This is an optimization exercise on Yosys and OpenROAD, whose aim is small area, not a production implementation.
RTL that was checked went through simulation tests only; none was proved equivalent to the original.
Power figures rest on the tool's default switching activity, not on a simulated workload.

Design perf_snapshot_unit, start of the top module:
module perf_snapshot_unit #(
  parameter int CNT_W = 32
) (
  input  logic             clk,
  input  logic             rst_n,
  input  logic             snap_req,
  input  logic             delta_mode,
  input  logic [CNT_W-1:0] hits,
  input  logic [CNT_W-1:0] misses,
  input  logic [CNT_W-1:0] evictions,
  input  logic [CNT_W-1:0] dirty_evictions,
  input  logic [CNT_W-1:0] predictor_hits,
  input  logic [CNT_W-1:0] predictor_misses,
  input  logic [CNT_W-1:0] stale_events,
  output logic             out_valid,
  input  logic             out_ready,
  output logic [CNT_W-1:0] out_data,
  output logic             out_last,
  output logic [2:0]       out_index,
  output logic             busy,
  output logic [7:0]       drop_count
);
For scale: about 480 flip-flops, roughly 280 I/O pins, about 19,000 µm² of cells after synthesis.
==> module perf_snapshot_unit, before the edit <==
module perf_snapshot_unit #(
  parameter int CNT_W = 32
) (
  input  logic             clk,
  input  logic             rst_n,
  input  logic             snap_req,
  input  logic             delta_mode,
  input  logic [CNT_W-1:0] hits,
  input  logic [CNT_W-1:0] misses,
  input  logic [CNT_W-1:0] evictions,
  input  logic [CNT_W-1:0] dirty_evictions,
  input  logic [CNT_W-1:0] predictor_hits,
  input  logic [CNT_W-1:0] predictor_misses,
  input  logic [CNT_W-1:0] stale_events,
  output logic             out_valid,
  input  logic             out_ready,
  output logic [CNT_W-1:0] out_data,
  output logic             out_last,
  output logic [2:0]       out_index,
  output logic             busy,
  output logic [7:0]       drop_count
);
  logic [6:0][CNT_W-1:0] cur, cap, old;
  logic valid_q, first_n, zold, delta_q, accept, xfer, sub_en;
  logic [2:0] idx;
  logic [15:0] seq;
  logic [CNT_W-1:0] a_word, b_word;
  assign cur = {stale_events, predictor_misses, predictor_hits, dirty_evictions,
                evictions, misses, hits};
  assign xfer = valid_q && out_ready;
  assign accept = snap_req && (!valid_q || (idx == 3'd7 && out_ready));
  always_ff @(posedge clk or negedge rst_n) begin
    if (!rst_n) begin
      valid_q <= 1'b0;
      first_n <= 1'b0;
      drop_count <= '0;
    end else begin
      if (accept) begin
        valid_q <= 1'b1;
        first_n <= 1'b1;
      end else begin
        if (xfer && idx == 3'd7) valid_q <= 1'b0;
        if (snap_req && drop_count != 8'hFF) drop_count <= drop_count + 8'd1;
      end
    end
  end
  always_ff @(posedge clk) begin
    if (accept) begin
      cap <= cur;
      old <= cap;
      zold <= !first_n;
      delta_q <= delta_mode;
      seq <= first_n ? seq + 16'd1 : 16'd0;
      idx <= 3'd0;
    end else if (xfer) begin
      idx <= idx + 3'd1;
    end
  end
  assign sub_en = delta_q && !zold;
  logic [7:0] sel;
  always_comb begin
    for (int k = 0; k < 8; k++) sel[k] = idx == 3'(k);
    a_word = {8'hA5, 4'd7, 3'b000, delta_q, seq} & {CNT_W{sel[0]}};
    b_word = '0;
    for (int k = 0; k < 7; k++) begin
      a_word = a_word | (cap[k] & {CNT_W{sel[k+1]}});
      b_word = b_word | (old[k] & {CNT_W{sel[k+1] & sub_en}});
    end
  end
  assign out_valid = valid_q;
  assign busy = valid_q;
  assign out_index = idx;
  assign out_last = valid_q && idx == 3'd7;
  assign out_data = a_word - b_word;
endmodule
==> flow/config.mk <==
export PLATFORM = sky130hd
export DESIGN_NAME = perf_snapshot_unit
export DESIGN_NICKNAME = perf_snapshot_unit
export VERILOG_FILES = /design/flow/design.v
export SDC_FILE = /design/flow/constraint.sdc
export NUM_CORES = 4
export LEC_CHECK = 0
export CAP_MARGIN = 0
export CORE_MARGIN = 2
export CORE_UTILIZATION = 65
export SLEW_MARGIN = 0
==> flow/constraint.sdc <==
create_clock -name core_clock -period 6.0 [get_ports {clk}]
set_input_delay 1.2000 -clock core_clock [delete_from_list [all_inputs] [get_ports {clk}]]
set_output_delay 1.2000 -clock core_clock [all_outputs]
set_load 0.01 [all_outputs]
standard.sh (not shown) runs the stock make flow with config.mk's settings and CLKGATE_MAP_FILE= SYNTH_SCRIPT=/design/flow/synth_recipe.tcl, a recipe that flattens the netlist after the stock synthesis.
==> flow/flow/run.sh <==
#!/bin/bash
# Standard layout with smallest port buffers and a lighter clock tree
# (no dummy loads, clkbuf_8 leaf clusters).
export BUFFER_PORTS_ARGS="-buffer_cell sky130_fd_sc_hd__buf_1"
export CTS_ARGS="-sink_clustering_enable -repair_clock_nets -dont_use_dummy_load -buf_list {sky130_fd_sc_hd__clkbuf_8} -sink_clustering_size 16 -sink_clustering_max_diameter 50"
bash standard.sh > standard.log 2>&1
==> next run, changes <==
--- a/flow/design.v
+++ b/flow/design.v
@@ -19,57 +19,58 @@
   output logic [2:0]       out_index,
   output logic             busy,
   output logic [7:0]       drop_count
 );
   logic [6:0][CNT_W-1:0] cur, cap, old;
   logic valid_q, first_n, zold, delta_q, accept, xfer, sub_en;
-  logic [2:0] idx;
+  logic [7:0] oh;   
   logic [15:0] seq;
   logic [CNT_W-1:0] a_word, b_word;
   assign cur = {stale_events, predictor_misses, predictor_hits, dirty_evictions,
                 evictions, misses, hits};
   assign xfer = valid_q && out_ready;
-  assign accept = snap_req && (!valid_q || (idx == 3'd7 && out_ready));
+  assign accept = snap_req && (!valid_q || (oh[7] && out_ready));
   always_ff @(posedge clk or negedge rst_n) begin
     if (!rst_n) begin
       valid_q <= 1'b0;
       first_n <= 1'b0;
       drop_count <= '0;
     end else begin
       if (accept) begin
         valid_q <= 1'b1;
         first_n <= 1'b1;
       end else begin
-        if (xfer && idx == 3'd7) valid_q <= 1'b0;
+        if (xfer && oh[7]) valid_q <= 1'b0;
         if (snap_req && drop_count != 8'hFF) drop_count <= drop_count + 8'd1;
       end
     end
   end
   always_ff @(posedge clk) begin
     if (accept) begin
       cap <= cur;
       old <= cap;
       zold <= !first_n;
       delta_q <= delta_mode;
       seq <= first_n ? seq + 16'd1 : 16'd0;
-      idx <= 3'd0;
+      oh <= 8'd1;
     end else if (xfer) begin
-      idx <= idx + 3'd1;
+      oh <= {oh[6:0], oh[7]};
     end
   end
   assign sub_en = delta_q && !zold;
   logic [7:0] sel;
   always_comb begin
-    for (int k = 0; k < 8; k++) sel[k] = idx == 3'(k);
+    sel = oh;
     a_word = {8'hA5, 4'd7, 3'b000, delta_q, seq} & {CNT_W{sel[0]}};
     b_word = '0;
     for (int k = 0; k < 7; k++) begin
       a_word = a_word | (cap[k] & {CNT_W{sel[k+1]}});
       b_word = b_word | (old[k] & {CNT_W{sel[k+1] & sub_en}});
     end
   end
   assign out_valid = valid_q;
   assign busy = valid_q;
-  assign out_index = idx;
-  assign out_last = valid_q && idx == 3'd7;
+  assign out_index = {oh[4] | oh[5] | oh[6] | oh[7], oh[2] | oh[3] | oh[6] | oh[7],
+                     oh[1] | oh[3] | oh[5] | oh[7]};
+  assign out_last = valid_q && oh[7];
   assign out_data = a_word - b_word;
 endmodule
Result: Final cell count increases by 1.9%. Clock power increases by about 5%. Routed wire length increases by 2.2%. Total power increases by 3.6%. Cell area decreases by 0.61%. Setup slack improved by 0.043 ns. Count of clock-buffer cells in the layout increases by 4. Die area increases by 0.44%. Core utilization decreases by 1.8 points. First-iteration DRC count decreases by 16%. Maximum frequency increases by 0.75%.
The RTL of the second run of this note was laid out without a check of its function.


The RTL this note starts from:
==> flow/design.v <==
module perf_snapshot_unit #(
  parameter int CNT_W = 32
) (
  input  logic             clk,
  input  logic             rst_n,
  input  logic             snap_req,
  input  logic             delta_mode,
  input  logic [CNT_W-1:0] hits,
  input  logic [CNT_W-1:0] misses,
  input  logic [CNT_W-1:0] evictions,
  input  logic [CNT_W-1:0] dirty_evictions,
  input  logic [CNT_W-1:0] predictor_hits,
  input  logic [CNT_W-1:0] predictor_misses,
  input  logic [CNT_W-1:0] stale_events,
  output logic             out_valid,
  input  logic             out_ready,
  output logic [CNT_W-1:0] out_data,
  output logic             out_last,
  output logic [2:0]       out_index,
  output logic             busy,
  output logic [7:0]       drop_count
);
  logic [6:0][CNT_W-1:0] cur, cap, old;
  logic valid_q, first_n, zold, delta_q, accept, xfer, sub_en;
  logic [2:0] idx;
  logic [7:0] oh;
  logic [15:0] seq;
  logic [CNT_W-1:0] a_word, b_word;
  assign cur = {stale_events, predictor_misses, predictor_hits, dirty_evictions,
                evictions, misses, hits};
  assign xfer = valid_q && out_ready;
  assign accept = snap_req && (!valid_q || (idx == 3'd7 && out_ready));
  always_ff @(posedge clk or negedge rst_n) begin
    if (!rst_n) begin
      valid_q <= 1'b0;
      first_n <= 1'b0;
      drop_count <= '0;
    end else begin
      if (accept) begin
        valid_q <= 1'b1;
        first_n <= 1'b1;
      end else begin
        if (xfer && idx == 3'd7) valid_q <= 1'b0;
        if (snap_req && drop_count != 8'hFF) drop_count <= drop_count + 8'd1;
      end
    end
  end
  always_ff @(posedge clk) begin
    if (accept) begin
      cap <= cur;
      old <= cap;
      zold <= !first_n;
      delta_q <= delta_mode;
      seq <= first_n ? seq + 16'd1 : 16'd0;
      idx <= 3'd0;
      oh <= 8'd1;
    end else if (xfer) begin
      idx <= idx + 3'd1;
      oh <= {oh[6:0], oh[7]};
    end
  end
  assign sub_en = delta_q && !zold;
  logic [7:0] sel;
  always_comb begin
    sel = oh;
    a_word = {8'hA5, 4'd7, 3'b000, delta_q, seq} & {CNT_W{sel[0]}};
    b_word = '0;
    for (int k = 0; k < 7; k++) begin
      a_word = a_word | (cap[k] & {CNT_W{sel[k+1]}});
      b_word = b_word | (old[k] & {CNT_W{sel[k+1] & sub_en}});
    end
  end
  assign out_valid = valid_q;
  assign busy = valid_q;
  assign out_index = idx;
  assign out_last = valid_q && idx == 3'd7;
  assign out_data = a_word - b_word;
endmodule
Settings: LEC_CHECK=0, CAP_MARGIN=0, CORE_MARGIN=2, CORE_UTILIZATION=65, SLEW_MARGIN=0; clock period 6.0 ns.
Scripts as last shown in full above: flow/flow/run.sh
Then changed:
--- a/flow/design.v
+++ b/flow/design.v
@@ -20,17 +20,16 @@
   output logic             busy,
   output logic [7:0]       drop_count
 );
   logic [6:0][CNT_W-1:0] cur, cap, old;
-  logic valid_q, first_n, zold, delta_q, accept, xfer, sub_en;
-  logic [2:0] idx;
-  logic [7:0] oh;
+  logic valid_q, first_n, sub_en, delta_q, accept, xfer;
+  logic [7:0] oh;   
   logic [15:0] seq;
   logic [CNT_W-1:0] a_word, b_word;
   assign cur = {stale_events, predictor_misses, predictor_hits, dirty_evictions,
                 evictions, misses, hits};
   assign xfer = valid_q && out_ready;
-  assign accept = snap_req && (!valid_q || (idx == 3'd7 && out_ready));
+  assign accept = snap_req && (!valid_q || (oh[7] && out_ready));
   always_ff @(posedge clk or negedge rst_n) begin
     if (!rst_n) begin
       valid_q <= 1'b0;
       first_n <= 1'b0;
@@ -39,28 +38,25 @@
       if (accept) begin
         valid_q <= 1'b1;
         first_n <= 1'b1;
       end else begin
-        if (xfer && idx == 3'd7) valid_q <= 1'b0;
+        if (xfer && oh[7]) valid_q <= 1'b0;
         if (snap_req && drop_count != 8'hFF) drop_count <= drop_count + 8'd1;
       end
     end
   end
   always_ff @(posedge clk) begin
     if (accept) begin
       cap <= cur;
       old <= cap;
-      zold <= !first_n;
+      sub_en <= delta_mode && first_n;
       delta_q <= delta_mode;
       seq <= first_n ? seq + 16'd1 : 16'd0;
-      idx <= 3'd0;
       oh <= 8'd1;
     end else if (xfer) begin
-      idx <= idx + 3'd1;
       oh <= {oh[6:0], oh[7]};
     end
   end
-  assign sub_en = delta_q && !zold;
   logic [7:0] sel;
   always_comb begin
     sel = oh;
     a_word = {8'hA5, 4'd7, 3'b000, delta_q, seq} & {CNT_W{sel[0]}};
@@ -71,8 +67,9 @@
     end
   end
   assign out_valid = valid_q;
   assign busy = valid_q;
-  assign out_index = idx;
-  assign out_last = valid_q && idx == 3'd7;
+  assign out_index = {oh[4] | oh[5] | oh[6] | oh[7], oh[2] | oh[3] | oh[6] | oh[7],
+                     oh[1] | oh[3] | oh[5] | oh[7]};
+  assign out_last = valid_q && oh[7];
   assign out_data = a_word - b_word;
 endmodule
- The changed run completed without violations
- design area went up by 0.85%
- routed wire length went up by about 0.8%
- via count went up by about 0.5%
- clock skew went up by 0.018 ns
- sequential cell count went down by 3
- total power went down by about 6%
- worst setup slack is worse by 0.14 ns
- clock-buffer cell count does not change
- critical path depth went down by 2
- register-to-register slack is worse by 0.41 ns
- maximum frequency went down by 2.4%
- core utilization went down by 0.94 points
- final cell count went up by 1.8%
- global-route usage went up by 0.21 points
Function not checked in the second run of this note: the RTL went through the layout flow alone.

-- separate check: timing with driven ports --
No port has a modelled driver above. Below, the same layouts with a new extraction and two added sets of constraints.
Step 1 assumes that a clkbuf_16 drives the clock port and a buf_2 every other input.
Step 2 also shifts input and output timing later by t, the mid clock arrival at the registers, as if the neighbouring blocks saw the same clock.
Slacks: ideal ports / drivers / drivers and shift; pairs: ideal ports / drivers.
| run | shift t [ns] | setup slack, ns | hold slack, ns | cell pins on the clock port's net |
|---|---|---|---|---|
| the first run of note 1 | 0.601 | 0.176 / 0.126 / 0.727 | 0.432 / 0.432 / 0.432 | 1 |
| the second run of note 1 | 0.599 | 0.219 / 0.170 / 0.769 | 0.439 / 0.439 / 0.439 | 1 |
| the first run of note 2 | 0.599 | 0.258 / 0.211 / 0.810 | 0.441 / 0.441 / 0.441 | 1 |
| the second run of note 2 | 0.613 | 0.116 / 0.066 / 0.679 | 0.399 / 0.399 / 0.399 | 1 |
After both steps setup and hold are still met in every run listed.
